This is an optimization exercise on Yosys and OpenROAD, whose aim is small area, not a production implementation.
Only simulation tests tie the RTL to the original design; equivalence was not proved.
Power is estimated from default activity; no workload was simulated.

File: design.v
package hub_pkg;
  localparam int DATA_W = 32;
  localparam int ADDR_W = 24;   
  localparam int BLK_W  = 4;    
  localparam int OFS_W  = 8;    
  localparam int DIV_W  = 16;   
  localparam int BLK_GPIO  = 0;
  localparam int BLK_UART0 = 1;  
  localparam logic [1:0] UART_CR  = 2'd0;
  localparam logic [1:0] UART_SR  = 2'd1;
  localparam logic [1:0] UART_TDR = 2'd2;
  localparam logic [1:0] UART_RDR = 2'd3;
  localparam logic GPIO_OUT = 1'b0;
  localparam logic GPIO_IN  = 1'b1;
  localparam int CR_DIV_MSB = DIV_W - 1;  
  localparam int CR_RX_IE   = 16;
  localparam int CR_TX_IE   = 17;
  localparam int SR_RX_READY = 0;
  localparam int SR_TX_BUSY  = 1;
  localparam int SR_OVERRUN  = 2;
  localparam int BLK_LSB = 8;
endpackage
import hub_pkg::*;
module ebi_slave (
  input  logic                        clk,
  input  logic                        rst_i,
  input  logic                        cs_n_i,
  input  logic                        oe_n_i,
  input  logic [3:0]                  we_n_i,
  input  logic                        rd_wr_i,
  input  logic [hub_pkg::ADDR_W-1:0]  ebi_addr_i,
  input  logic [hub_pkg::DATA_W-1:0]  ebi_data_i,
  output logic [hub_pkg::DATA_W-1:0]  ebi_data_o,
  output logic                        ebi_data_oe_o,
  output logic [2:1]                  early_bank_o,
  output logic                        early_start_o,
  output logic                        start_o,       
  output logic                        tg_gpio_o,     
  output logic                        tg_uart0_o,
  output logic                        tg_uart1_o,
  output logic [2:0]                  sub_o,         
  output logic [hub_pkg::DATA_W-1:0]  wr_data_o,
  output logic [3:0]                  byte_en_o,
  output logic                        wr_go_o,
  output logic                        rd_go_o,
  input  logic [hub_pkg::DATA_W-1:0]  rd_word_i      
);
  logic [6:0]        ctl_s1;     
  logic [11:0]       addr_s1;    
  logic [DATA_W-1:0] data_s1;
  logic              wr1, rd1, wr2, rd2, es, st, rd_go_d;
  logic [DATA_W-1:0] rd_cap;
  always_ff @(posedge clk) begin
    ctl_s1[6]   <= cs_n_i || rst_i;
    ctl_s1[5:0] <= {oe_n_i, rd_wr_i, we_n_i};
  end
  always_ff @(posedge clk) begin
    addr_s1 <= ebi_addr_i[11:0];
    data_s1 <= ebi_data_i;
  end
  assign wr1 = !ctl_s1[6] && !ctl_s1[4] && (ctl_s1[3:0] != 4'hf);
  assign rd1 = !ctl_s1[6] && !ctl_s1[5] && ctl_s1[4];
  assign es  = (wr1 || rd1) && !(wr2 || rd2);   
  always_ff @(posedge clk) begin
    wr2 <= wr1;
    rd2 <= rd1;
  end
  always_ff @(posedge clk) begin
    if (rst_i) begin
      st      <= 1'b0;
      wr_go_o <= 1'b0;
      rd_go_o <= 1'b0;
      rd_go_d <= 1'b0;
    end else begin
      st      <= es;
      wr_go_o <= st && wr2;
      rd_go_o <= st && rd2;
      rd_go_d <= rd_go_o;
    end
  end
  logic [2:0] tg_new;
  assign tg_new[0] = (addr_s1[11:8] == 4'd0) && !addr_s1[3] && (addr_s1[2:1] != 2'b11);
  assign tg_new[1] = (addr_s1[11:8] == 4'd1);
  assign tg_new[2] = (addr_s1[11:8] == 4'd2);
  always_ff @(posedge clk) begin
    {tg_uart1_o, tg_uart0_o, tg_gpio_o} <= ({3{es}} & tg_new) | ({3{st}} & {tg_uart1_o, tg_uart0_o, tg_gpio_o});
    sub_o     <= ({3{es}} & addr_s1[2:0]) | ({3{st}} & sub_o);
    wr_data_o <= ({DATA_W{es}} & data_s1) | ({DATA_W{st}} & wr_data_o);
    byte_en_o <= ({4{es}} & ~ctl_s1[3:0]) | ({4{st}} & byte_en_o);
  end
  assign early_bank_o  = addr_s1[2:1];
  assign early_start_o = es;
  assign start_o       = st;
  always_ff @(posedge clk) rd_cap <= rd_word_i;
  logic dat_ld, dat_hd;
  assign dat_ld = rd_go_d && !rst_i;
  assign dat_hd = !rd_go_d && !rst_i;
  always_ff @(posedge clk) begin
    ebi_data_o <= ({DATA_W{dat_ld}} & rd_cap) | ({DATA_W{dat_hd}} & ebi_data_o);
  end
  always_ff @(posedge clk) begin
    if (rst_i)        ebi_data_oe_o <= 1'b0;
    else if (rd_go_d) ebi_data_oe_o <= 1'b1;
    else if (!rd2)    ebi_data_oe_o <= 1'b0;
  end
endmodule
import hub_pkg::*;
module uart_regs (
  input  logic                      clk,
  input  logic                      rst_i,
  input  logic [7:0]                rx_byte_i,
  input  logic                      rx_valid_i,
  input  logic                      tx_busy_i,
  input  logic                      tg_i,           
  input  logic [1:0]                sel_i,
  input  logic [hub_pkg::DATA_W-1:0] wr_data_i,
  input  logic [3:0]                 byte_en_i,
  input  logic                       wr_go_i,
  input  logic                       rd_go_i,
  output logic [hub_pkg::DATA_W-1:0] rd_word_o,    
  output logic                      tdr_wr_o,
  output logic [hub_pkg::DIV_W-1:0] divisor_o,
  output logic                      uart_int_o
);
  logic [CR_TX_IE:0] cr_q;   
  logic [7:0]        rdr_q;
  logic              rx_ready_q, overrun_q;
  logic              wr_en, rd_en, rdr_rd, sr_rd;
  assign wr_en    = wr_go_i && tg_i;
  assign rd_en    = rd_go_i && tg_i;
  assign tdr_wr_o = wr_en && (sel_i == UART_TDR);
  assign rdr_rd   = rd_en && (sel_i == UART_RDR);
  assign sr_rd    = rd_en && (sel_i == UART_SR);
  logic       cr_wr;
  logic [2:0] cr_ld, cr_hd;
  assign cr_wr = wr_en && sel_i == UART_CR;
  always_comb begin
    for (int l = 0; l < 3; l++) begin
      cr_ld[l] = !rst_i && cr_wr && byte_en_i[l];
      cr_hd[l] = !rst_i && !(cr_wr && byte_en_i[l]);
    end
  end
  always_ff @(posedge clk) begin
    cr_q[7:0]                 <= ({8{cr_ld[0]}} & wr_data_i[7:0]) | ({8{cr_hd[0]}} & cr_q[7:0]);
    cr_q[CR_DIV_MSB:8]        <= ({8{cr_ld[1]}} & wr_data_i[CR_DIV_MSB:8]) | ({8{cr_hd[1]}} & cr_q[CR_DIV_MSB:8]);
    cr_q[CR_TX_IE:CR_RX_IE]   <= ({2{cr_ld[2]}} & wr_data_i[CR_TX_IE:CR_RX_IE]) | ({2{cr_hd[2]}} & cr_q[CR_TX_IE:CR_RX_IE]);
  end
  logic rdr_ld, rdr_hd;
  assign rdr_ld = rx_valid_i && !rst_i;
  assign rdr_hd = !rx_valid_i && !rst_i;
  always_ff @(posedge clk) begin
    rdr_q <= ({8{rdr_ld}} & rx_byte_i) | ({8{rdr_hd}} & rdr_q);
  end
  always_ff @(posedge clk) begin
    if (rst_i) begin
      rx_ready_q <= 1'b0;
      overrun_q  <= 1'b0;
    end else begin
      if (rx_valid_i) begin
        rx_ready_q <= 1'b1;
      end else if (rdr_rd) begin
        rx_ready_q <= 1'b0;
      end
      if (rx_valid_i && rx_ready_q && !rdr_rd) overrun_q <= 1'b1;
      else if (sr_rd)                          overrun_q <= 1'b0;
    end
  end
  logic [2:0] rd_sel;
  assign rd_sel[0] = tg_i && sel_i == UART_CR;
  assign rd_sel[1] = tg_i && sel_i == UART_SR;
  assign rd_sel[2] = tg_i && sel_i == UART_RDR;
  always_comb begin
    rd_word_o = '0;
    rd_word_o[CR_TX_IE:0] = {(CR_TX_IE+1){rd_sel[0]}} & cr_q;
    rd_word_o[2:0] = rd_word_o[2:0] | ({3{rd_sel[1]}} & {overrun_q, tx_busy_i, rx_ready_q});
    rd_word_o[7:0] = rd_word_o[7:0] | ({8{rd_sel[2]}} & rdr_q);
  end
  assign divisor_o  = cr_q[CR_DIV_MSB:0];
  assign uart_int_o = (rx_ready_q && cr_q[CR_RX_IE]) || (!tx_busy_i && cr_q[CR_TX_IE]);
endmodule
import hub_pkg::*;
module uart_txrx (
  input  logic                      clk,
  input  logic                      rst_i,
  input  logic [hub_pkg::DIV_W-1:0] divisor_i,
  input  logic                      tx_start_i,    
  input  logic [7:0]                tx_byte_i,
  input  logic                      srx_i,
  output logic                      stx_o,
  output logic                      tx_busy_o,
  output logic                      rx_valid_o,
  output logic [7:0]                rx_byte_o
);
  localparam logic [3:0] TX_IDLE   = 4'd1;
  localparam logic [3:0] TX_PEND   = 4'd6;
  localparam logic [3:0] TX_START  = 4'd7;
  localparam logic [3:0] TX_STOP   = 4'd0;
  localparam logic [3:0] RX_VALID  = 4'd10;
  localparam logic [3:0] RX_IDLE_L = 4'd14;
  localparam logic [3:0] RX_IDLE_H = 4'd15;
  logic [DIV_W-1:0] tx_tmr, rx_tmr;
  logic [3:0]       tx_cnt, rx_st;
  logic [7:0]       tx_byte, rx_sh;
  logic [1:0]       rx_sync;
  logic             rx_prev, rx_busy;   
  logic [DIV_W:0]   tx_dz, rx_dz;
  logic [DIV_W-1:0] tx_dec, rx_dec;
  logic             tx_zero, rx_zero;
  always_comb begin
    tx_dz[0] = 1'b1;
    rx_dz[0] = 1'b1;
    for (int i = 0; i < DIV_W; i++) begin
      tx_dz[i+1] = tx_dz[i] & !tx_tmr[i];
      rx_dz[i+1] = rx_dz[i] & !rx_tmr[i];
    end
  end
  assign tx_zero = tx_dz[DIV_W];
  assign tx_dec  = tx_tmr ^ tx_dz[DIV_W-1:0];
  assign rx_zero = rx_dz[DIV_W];
  assign rx_dec  = rx_tmr ^ rx_dz[DIV_W-1:0];
  assign tx_busy_o = tx_cnt[3] || tx_cnt[2:0] == 3'd7 || tx_cnt[2:0] == 3'd0;
  always_ff @(posedge clk) begin
    if (rst_i)                    tx_cnt <= TX_IDLE;
    else if (!tx_busy_o) begin
      if (tx_cnt == TX_PEND)      tx_cnt <= TX_START;
      else if (tx_start_i)        tx_cnt <= TX_PEND;
    end else if (tx_zero)         tx_cnt <= tx_cnt + 4'd1;   
  end
  always_ff @(posedge clk) begin
    if (!tx_busy_o || tx_zero) tx_tmr <= divisor_i;
    else                       tx_tmr <= tx_dec;
  end
  logic tx_ld, tx_hd;
  assign tx_ld = tx_start_i && !tx_busy_o;
  assign tx_hd = tx_busy_o || tx_cnt == TX_PEND;
  always_ff @(posedge clk) begin
    tx_byte <= ({8{tx_ld}} & tx_byte_i) | ({8{tx_hd}} & tx_byte);
  end
  assign stx_o = tx_cnt[3] ? tx_byte[tx_cnt[2:0]] : (tx_cnt[2:0] != 3'd7);
  always_ff @(posedge clk) begin
    if (rst_i) rx_sync <= 2'b11;
    else       rx_sync <= {rx_sync[0], srx_i};
  end
  assign rx_prev = (rx_st != RX_IDLE_L);
  assign rx_busy    = (rx_st < 4'd10);
  assign rx_valid_o = (rx_st == RX_VALID);
  always_ff @(posedge clk) begin
    if (rst_i) begin
      rx_st <= RX_IDLE_H;
    end else if (!rx_busy) begin
      if (rx_sync[1])   rx_st <= RX_IDLE_H;
      else if (rx_prev) rx_st <= 4'd0;        
      else              rx_st <= RX_IDLE_L;
    end else if (rx_zero) begin
      if (rx_st == 4'd0)      rx_st <= rx_sync[1] ? RX_IDLE_H : 4'd1;         
      else if (rx_st == 4'd9) rx_st <= rx_sync[1] ? RX_VALID : RX_IDLE_L;     
      else                    rx_st <= rx_st + 4'd1;
    end
  end
  always_ff @(posedge clk) begin
    if (!rx_busy)            rx_tmr <= divisor_i >> 1;   
    else if (rx_zero)        rx_tmr <= divisor_i;
    else                     rx_tmr <= rx_dec;
  end
  logic rx_shift, rx_hd;
  assign rx_shift = rx_busy && rx_zero && rx_st != 4'd0 && rx_st != 4'd9;
  assign rx_hd    = rx_busy && !rx_shift;
  always_ff @(posedge clk) begin
    rx_sh <= ({8{rx_shift}} & {rx_sync[1], rx_sh[7:1]}) | ({8{rx_hd}} & rx_sh);
  end
  assign rx_byte_o = rx_sh;
endmodule
import hub_pkg::*;
module gpio_bank #(
  parameter int NUM_GPIO = 3
) (
  input  logic                                clk,
  input  logic                                rst_i,
  input  logic [NUM_GPIO*hub_pkg::DATA_W-1:0] input_pad_i,
  input  logic [2:1]                          early_bank_i,
  input  logic                                early_start_i,
  input  logic                                start_i,        
  input  logic                                tg_i,           
  input  logic [2:0]                          sub_i,          
  input  logic [hub_pkg::DATA_W-1:0]          wr_data_i,
  input  logic [3:0]                          byte_en_i,
  input  logic                                wr_go_i,
  output logic [hub_pkg::DATA_W-1:0]          rd_word_o,
  output logic [NUM_GPIO*hub_pkg::DATA_W-1:0] output_pad_o
);
  logic [2:0] cap_sel, out_sel;
  logic       in_hold;
  assign cap_sel[0] = early_start_i && early_bank_i == 2'd0;
  assign cap_sel[1] = early_start_i && early_bank_i == 2'd1;
  assign cap_sel[2] = early_start_i && early_bank_i[2];
  assign out_sel[0] = start_i && tg_i && sub_i[0] == GPIO_OUT && sub_i[2:1] == 2'd0;
  assign out_sel[1] = start_i && tg_i && sub_i[0] == GPIO_OUT && sub_i[2:1] == 2'd1;
  assign out_sel[2] = start_i && tg_i && sub_i[0] == GPIO_OUT && sub_i[2:1] == 2'd2;
  assign in_hold    = start_i && tg_i && sub_i[0] == GPIO_IN;
  always_ff @(posedge clk) begin
    rd_word_o <= ({DATA_W{cap_sel[0]}} & input_pad_i[0 +: DATA_W])
               | ({DATA_W{cap_sel[1]}} & input_pad_i[DATA_W +: DATA_W])
               | ({DATA_W{cap_sel[2]}} & input_pad_i[2*DATA_W +: DATA_W])
               | ({DATA_W{out_sel[0]}} & output_pad_o[0 +: DATA_W])
               | ({DATA_W{out_sel[1]}} & output_pad_o[DATA_W +: DATA_W])
               | ({DATA_W{out_sel[2]}} & output_pad_o[2*DATA_W +: DATA_W])
               | ({DATA_W{in_hold}}    & rd_word_o);
  end
  logic                  wr_out;
  logic [NUM_GPIO*4-1:0] lane_ld, lane_hd;
  assign wr_out = wr_go_i && tg_i && sub_i[0] == GPIO_OUT;
  always_comb begin
    for (int b = 0; b < NUM_GPIO; b++) begin
      for (int l = 0; l < 4; l++) begin
        lane_ld[4*b+l] = !rst_i && wr_out && sub_i[2:1] == 2'(b) && byte_en_i[l];
        lane_hd[4*b+l] = !rst_i && !(wr_out && sub_i[2:1] == 2'(b) && byte_en_i[l]);
      end
    end
  end
  always_ff @(posedge clk) begin
    for (int b = 0; b < NUM_GPIO; b++) begin
      for (int l = 0; l < 4; l++) begin
        output_pad_o[b*DATA_W + 8*l +: 8] <= ({8{lane_ld[4*b+l]}} & wr_data_i[8*l +: 8])
                                           | ({8{lane_hd[4*b+l]}} & output_pad_o[b*DATA_W + 8*l +: 8]);
      end
    end
  end
endmodule
import hub_pkg::*;
module ebi_periph_top #(
  parameter int NUM_UART = 2,
  parameter int NUM_GPIO = 3
) (
  input  logic                                clk,
  input  logic                                rst_i,
  input  logic                                cs_n_i,
  input  logic                                oe_n_i,
  input  logic [3:0]                          we_n_i,
  input  logic                                rd_wr_i,
  input  logic [hub_pkg::ADDR_W-1:0]          ebi_addr_i,
  input  logic [hub_pkg::DATA_W-1:0]          ebi_data_i,
  input  logic [NUM_UART-1:0]                 srx_i,
  input  logic [NUM_GPIO*hub_pkg::DATA_W-1:0] input_pad_i,    
  output logic [hub_pkg::DATA_W-1:0]          ebi_data_o,
  output logic                                ebi_data_oe_o,
  output logic [NUM_UART-1:0]                 stx_o,
  output logic [NUM_UART-1:0]                 uart_int_o,
  output logic [NUM_GPIO*hub_pkg::DATA_W-1:0] output_pad_o    
);
  logic [2:1]        early_bank;
  logic              early_start, start;
  logic              tg_gpio;
  logic [1:0]        tg_uart;
  logic [2:0]        sub;
  logic [DATA_W-1:0] wr_data;
  logic [3:0]        byte_en;
  logic              wr_go, rd_go;
  logic [DATA_W-1:0] gpio_word, rd_word;
  logic [DATA_W-1:0] uart_word [NUM_UART];
  ebi_slave ebi_slave_i (
    .clk(clk),
    .rst_i(rst_i),
    .cs_n_i(cs_n_i),
    .oe_n_i(oe_n_i),
    .we_n_i(we_n_i),
    .rd_wr_i(rd_wr_i),
    .ebi_addr_i(ebi_addr_i),
    .ebi_data_i(ebi_data_i),
    .ebi_data_o(ebi_data_o),
    .ebi_data_oe_o(ebi_data_oe_o),
    .early_bank_o(early_bank),
    .early_start_o(early_start),
    .start_o(start),
    .tg_gpio_o(tg_gpio),
    .tg_uart0_o(tg_uart[0]),
    .tg_uart1_o(tg_uart[1]),
    .sub_o(sub),
    .wr_data_o(wr_data),
    .byte_en_o(byte_en),
    .wr_go_o(wr_go),
    .rd_go_o(rd_go),
    .rd_word_i(rd_word)
  );
  gpio_bank #(
    .NUM_GPIO(NUM_GPIO)
  ) gpio_bank_i (
    .clk(clk),
    .rst_i(rst_i),
    .input_pad_i(input_pad_i),
    .early_bank_i(early_bank),
    .early_start_i(early_start),
    .start_i(start),
    .tg_i(tg_gpio),
    .sub_i(sub),
    .wr_data_i(wr_data),
    .byte_en_i(byte_en),
    .wr_go_i(wr_go),
    .rd_word_o(gpio_word),
    .output_pad_o(output_pad_o)
  );
  for (genvar g = 0; g < NUM_UART; g++) begin : g_uart
    logic             tdr_wr, tx_busy, rx_valid;
    logic [7:0]       rx_byte;
    logic [DIV_W-1:0] divisor;
    uart_regs uart_regs_i (
      .clk(clk),
      .rst_i(rst_i),
      .rx_byte_i(rx_byte),
      .rx_valid_i(rx_valid),
      .tx_busy_i(tx_busy),
      .tg_i(tg_uart[g]),
      .sel_i(sub[1:0]),
      .wr_data_i(wr_data),
      .byte_en_i(byte_en),
      .wr_go_i(wr_go),
      .rd_go_i(rd_go),
      .rd_word_o(uart_word[g]),
      .tdr_wr_o(tdr_wr),
      .divisor_o(divisor),
      .uart_int_o(uart_int_o[g])
    );
    uart_txrx uart_txrx_i (
      .clk(clk),
      .rst_i(rst_i),
      .divisor_i(divisor),
      .tx_start_i(tdr_wr),
      .tx_byte_i(wr_data[7:0]),
      .srx_i(srx_i[g]),
      .stx_o(stx_o[g]),
      .tx_busy_o(tx_busy),
      .rx_valid_o(rx_valid),
      .rx_byte_o(rx_byte)
    );
  end
  assign rd_word = gpio_word | uart_word[0] | uart_word[1];
endmodule
File: flow/run.sh
#!/bin/bash
# The standard layout (standard.sh, the standard flow's own synthesis script
# synth_recipe.tcl and its flip-flop mapping included) with these changes:
# - abc maps the logic with an area-oriented script (flow/area.abc) instead of
#   ORFS's delay-oriented one, and the adders are left to abc rather than
#   mapped to half/full adder cells beforehand (ADDER_MAP_FILE empty);
# - the port buffers are the smallest buffer cell (buf_1);
# - the clock tree uses clkbuf_8 buffers, without dummy loads.
# Each tool's output is in orfs/logs/; make's own output is in standard.log.
set -euo pipefail
here=$(pwd)
{
  echo 'proc abc {args} {'
  echo '  set i [lsearch -exact $args -script]'
  echo "  if {\$i >= 0} { set args [lreplace \$args \$i [expr {\$i + 1}] -script $here/flow/area.abc] }"
  echo "  puts \"abc: script $here/flow/area.abc\""
  echo '  yosys abc {*}$args'
  echo '}'
  cat "$here/synth_recipe.tcl"
} > "$here/area_synth.tcl"
export BUFFER_PORTS_ARGS="-buffer_cell sky130_fd_sc_hd__buf_1"
export CTS_ARGS="-sink_clustering_enable -repair_clock_nets -dont_use_dummy_load -buf_list sky130_fd_sc_hd__clkbuf_8 -sink_clustering_size 18 -sink_clustering_max_diameter 42"
bash standard.sh SYNTH_SCRIPT="$here/area_synth.tcl" ADDER_MAP_FILE= finish > standard.log 2>&1
File: flow/area.abc
&get -n
&st
&dch
&nf -R 1000 -p
&st
&dch
&nf -R 1000 -p
&st
&dch
&nf -R 1000 -p
&put
File: standard.sh
#!/bin/bash
# synth_recipe.tcl (not shown) runs the flow's synth.tcl, then flattens the netlist and writes it again
# the make line also repeats each setting of config.mk as NAME=value (left out here)
make -C /OpenROAD-flow-scripts/flow DESIGN_CONFIG=/design/flow/config.mk WORK_HOME=/design/flow/orfs CLKGATE_MAP_FILE= SYNTH_SCRIPT=/design/flow/synth_recipe.tcl "${@:-finish}"
File: config.mk
export PLATFORM = sky130hd
export DESIGN_NAME = ebi_periph_top
export DESIGN_NICKNAME = ebi_periph_top
export VERILOG_FILES = /design/flow/design.v
export SDC_FILE = /design/flow/constraint.sdc
export NUM_CORES = 4
export LEC_CHECK = 0
export CAP_MARGIN = 20
export CORE_MARGIN = 2
export CORE_UTILIZATION = 65
export SLEW_MARGIN = 20
File: constraint.sdc
create_clock -name core_clock -period 5.0 [get_ports {clk}]
set_input_delay 1.0000 -clock core_clock [delete_from_list [all_inputs] [get_ports {clk}]]
set_output_delay 1.0000 -clock core_clock [all_outputs]
set_load 0.01 [all_outputs]
==> run summary <==
-- state kept, by name, summed over array words and instances, names as in the netlist, 3 cells and up --
| name | flops |
|---|---|
| g_uart.uart_regs_i.cr_q | 36 |
| gpio_bank_i.rd_word_o | 32 |
| ebi_slave_i.ctl_s1 | 7 |
| ebi_slave_i.rd_cap | 32 |
| ebi_slave_i.byte_en_o | 4 |
| g_uart.uart_txrx_i.tx_cnt | 8 |
| g_uart.uart_txrx_i.tx_byte | 16 |
| g_uart.uart_txrx_i.rx_st | 8 |
| g_uart.uart_txrx_i.rx_tmr | 32 |
| g_uart.uart_regs_i.rdr_q | 16 |
| g_uart.uart_txrx_i.tx_tmr | 32 |
| ebi_slave_i.wr_data_o | 32 |
| gpio_bank_i.output_pad_o | 96 |
| g_uart.uart_txrx_i.rx_sh | 16 |
| ebi_slave_i.addr_s1 | 8 |
| ebi_slave_i.ebi_data_o | 32 |
| g_uart.uart_txrx_i.rx_sync | 4 |
| ebi_slave_i.sub_o | 3 |
| ebi_slave_i.data_s1 | 32 |
-- cell usage after synthesis --
master	instances	area, sq um
a222oi_1	33	330
a22oi_1	55	413
o31ai_1	6	45.0
o22ai_1	3	18.8
nor3b_1	6	45.0
a31o_1	3	26.3
o21ai_0	72	360
or3_1	4	25.0
clkinv_1	11	41.3
a221oi_1	1	8.76
and3_1	20	125
dfxtp_1	460	9210
and3b_1	2	17.5
nor4bb_1	2	20.0
nand4b_1	1	8.76
a22o_1	249	2180
a21oi_1	46	230
a32o_1	1	10.0
nor3_1	23	115
nor2b_1	5	31.3
or2_0	5	31.3
buf_4	4	30.0
or4_1	6	45.0
nor4_1	10	62.6
nand2_1	120	450
nand3_1	51	255
nand2b_1	21	131
o21a_1	16	120
nor2_1	53	199
xor2_1	18	158
a41o_1	1	10.0
a21o_1	5	37.5
xnor2_1	21	184
and2_0	6	37.5
a221o_1	45	450
a31oi_1	15	93.8
-- where the power goes --
| group | switching [mW] | internal, mW |
|---|---|---|
| Clock | 1.12 | 0.752 |
| Sequential | 0.154 | 3.81 |
| Combinational | 0.542 | 0.348 |
| Total | 1.82 | 4.91 |
-- worst max-delay path by stage --
stage	startpoint	cells after the start	endpoint
CTS	g_uart[1].uart_txrx_i.rx_tmr[2]	12	g_uart[1].uart_txrx_i.rx_sh[4]
finish	g_uart[1].uart_txrx_i.rx_tmr[0]	12	g_uart[1].uart_txrx_i.rx_sh[4]
floorplan	g_uart[0].uart_txrx_i.rx_tmr[0]	10	g_uart[0].uart_txrx_i.rx_sh[0]
global placement	g_uart[1].uart_txrx_i.rx_tmr[2]	12	g_uart[1].uart_txrx_i.rx_sh[7]
detailed placement	g_uart[1].uart_txrx_i.rx_tmr[2]	12	g_uart[1].uart_txrx_i.rx_sh[1]
global route	g_uart[1].uart_txrx_i.rx_tmr[0]	12	g_uart[1].uart_txrx_i.rx_sh[7]
-- layer usage --
layer / track usage [%] / vias to the layer above / share of wire (%)
met2: 54.8 / 643 / 47
met1: 44.8 / 6357 / 41
met5: 0 / - / 0
met4: 13.7 / 0 / 3.6
met3: 5.20 / 106 / 8.6
li1: - / 6159 / -
-- layout make-up --
cell class / count / area [sq um]
sequential: 460 / 9210
multi-input combinational: 925 / 6340
fill: 1724 / 5670
timing repair buffer: 303 / 1230
clock buffer: 42 / 578
tap: 319 / 399
inverter: 11 / 41.3
antenna: 2 / 5.00
-- cell families (layout without fill, tap and decap cells) --
logic type	after synthesis	count (layout)	share of synthesized area, %
flip-flops	460	460	59.2
XOR/XNOR	39	39	2.20
AND/OR/NAND/NOR	335	335	10.3
buffers and inverters	15	356	0.458
AO/OA/AOI/OAI	551	551	27.9
other	0	2	0
-- stage by stage --
step | std cells | util (%) | instance area, sq um | hold slack (ns)
floorplan | 1400 | - | 15600 | 0.330
global placement | 2018 | 73.4 | 17200 | 0.338
detailed placement | 2018 | 73.4 | 17200 | 0.340
CTS | 2060 | 75.8 | 17800 | 0.345
global route | 2060 | 75.8 | 17800 | 0.357
finish | 2062 | 75.8 | 17800 | 0.345
==> flow_summary.ini <==
[sta]
fin_tns_setup_ns = 0
hold_violations = 0
setup_ws_ns = 0.889
fin_worst_skew_ns = 0.0526
max_slew_margin_pct = 19.9
worstMarginPinSlew_ns = 1.19
post-route-period-util_pct = 82.2
fmax_ghz = 0.243
post-route-min-period_ns = 4.11
slew_violations = 0
rsz0062_at_grt = false
finalSetupViolCount = 0

[clock_tree]
hold_buffers = 0
post-cts-setup-buffers = 0
clock_latency_ns = 0.58
clk_pin_slew_ns = 0.09
numCtsBuffers = 42
cts_tree = yes
cts_resized = 0
cts-root-buf = clkbuf_8
htree_levels = 2
cts_buffer_depth = 3
clock_sinks = 460

[outcome]
status = no timing/DRC/antenna violations

[die]
core-area_sq_um = 23500
dieHeight_um = 159
io_pins = 296
rows = 56
start_util_pct = 66.3
dieArea_sq_um = 25200
die-width_um = 159

[setup_path]
cp.arrival_ns = 4.55
crit_chain = or4_1 > nor4_1 > nand2b_1 > or4_1 > nor3_1 > nand2b_1 > nor4_2 > buf_4 > nor3b_1 > buf_4 > nor2_1 > a22o_1
cp_num_buf_inv = 2
crit_type = reg2reg
worst_setup_path_start_kind = flip-flop
reg2reg_depth = 12
critPathMaxFanout = 17
endpoint_kind = flip-flop
crit_slowest_cell = or4_1
r2r_start = g_uart[1].uart_txrx_i.rx_tmr[0]
rrSetupSlack_ns = 0.89
r2r_end = g_uart[1].uart_txrx_i.rx_sh[4]
cp_data_required_time_ns = 5.44
slowest_delay_ns = 0.58
path_delay_family = simple AND/OR/NAND/NOR gates

[synth]
synth_area_sq_um = 15600
synthDistinctLibCells = 36
syn_nets = 1563
netlist_instances = 1400
ys_warn_count = 6
yosys_register_bits = 460
syn_avg_cell_area_sq_um = 11.1
synth.yosys.seq_area_share_pct = 59.2

[drt]
vias = 13300
drt_pass1_iterations = 6
route.detailed.drc = 0
routed_via_density = 6.43
routedWlPerCell_um = 21.0
drt_wl_total_mm = 43.3
ant_nets = 0
drt_iter0_markers = 1438

[grt]
grt_pass1_wl_mm = 68.2
grt_max_degree = 48
grt_pass1_vias = 12800
antenna_found_initial = 0
gr-usage-all-layers_pct = 33.6
grt.overflow.total = 0

[placed_design]
place_ws_ns = 0.959
numPortBuffers = 279
dp_hpwl_mm = 30.1
gp_congestion = 0.895

[finish]
final_common_cell = dfxtp_1
layout.nets = 1906
drive_above_1_share_pct = 4.65
mostFrequentLayoutCells = 460 x dfxtp_1, 278 x buf_1, 249 x a22o_1
areaGrowthSynthToFinish_pct = 14.4

[min_path]
hold_path.startpoint = gpio_bank_i.rd_word_o[19]
min_to = ebi_slave_i.rd_cap[19]
hold_class = reg2reg
min_delay_path_depth = 0

[pwr]
power_density_nw_per_um2 = 378
p_leak_nw = 6.88
peakVddDrop_mv = 0.263
power_mw = 6.73

[job]
maxCapViolCount = 0

==> separate check: timing with driven ports <==
In the flow no input, the clock included, has a driving cell. The finished layout below was timed again as built, in two steps.
Step 1 sets driving cells, clkbuf_16 on the clock port and buf_2 on the other inputs (assumed; they add their load-dependent delay and slew).
Step 2 also shifts input and output timing later by t, the mid clock arrival at the registers, as if the neighbouring blocks saw the same clock.
a / b / c = ideal ports / drivers / drivers and shift; a / b = the first two.
t (ns): 0.599
setup slack, ns: 0.889 / 0.889 / 0.889
worst slew at a driven data input, ns: 0.08
After both steps this run still meets setup and hold. For this run, drivers alone change the setup slack by 0.000 ns; drivers and shift together by 0.000 ns.
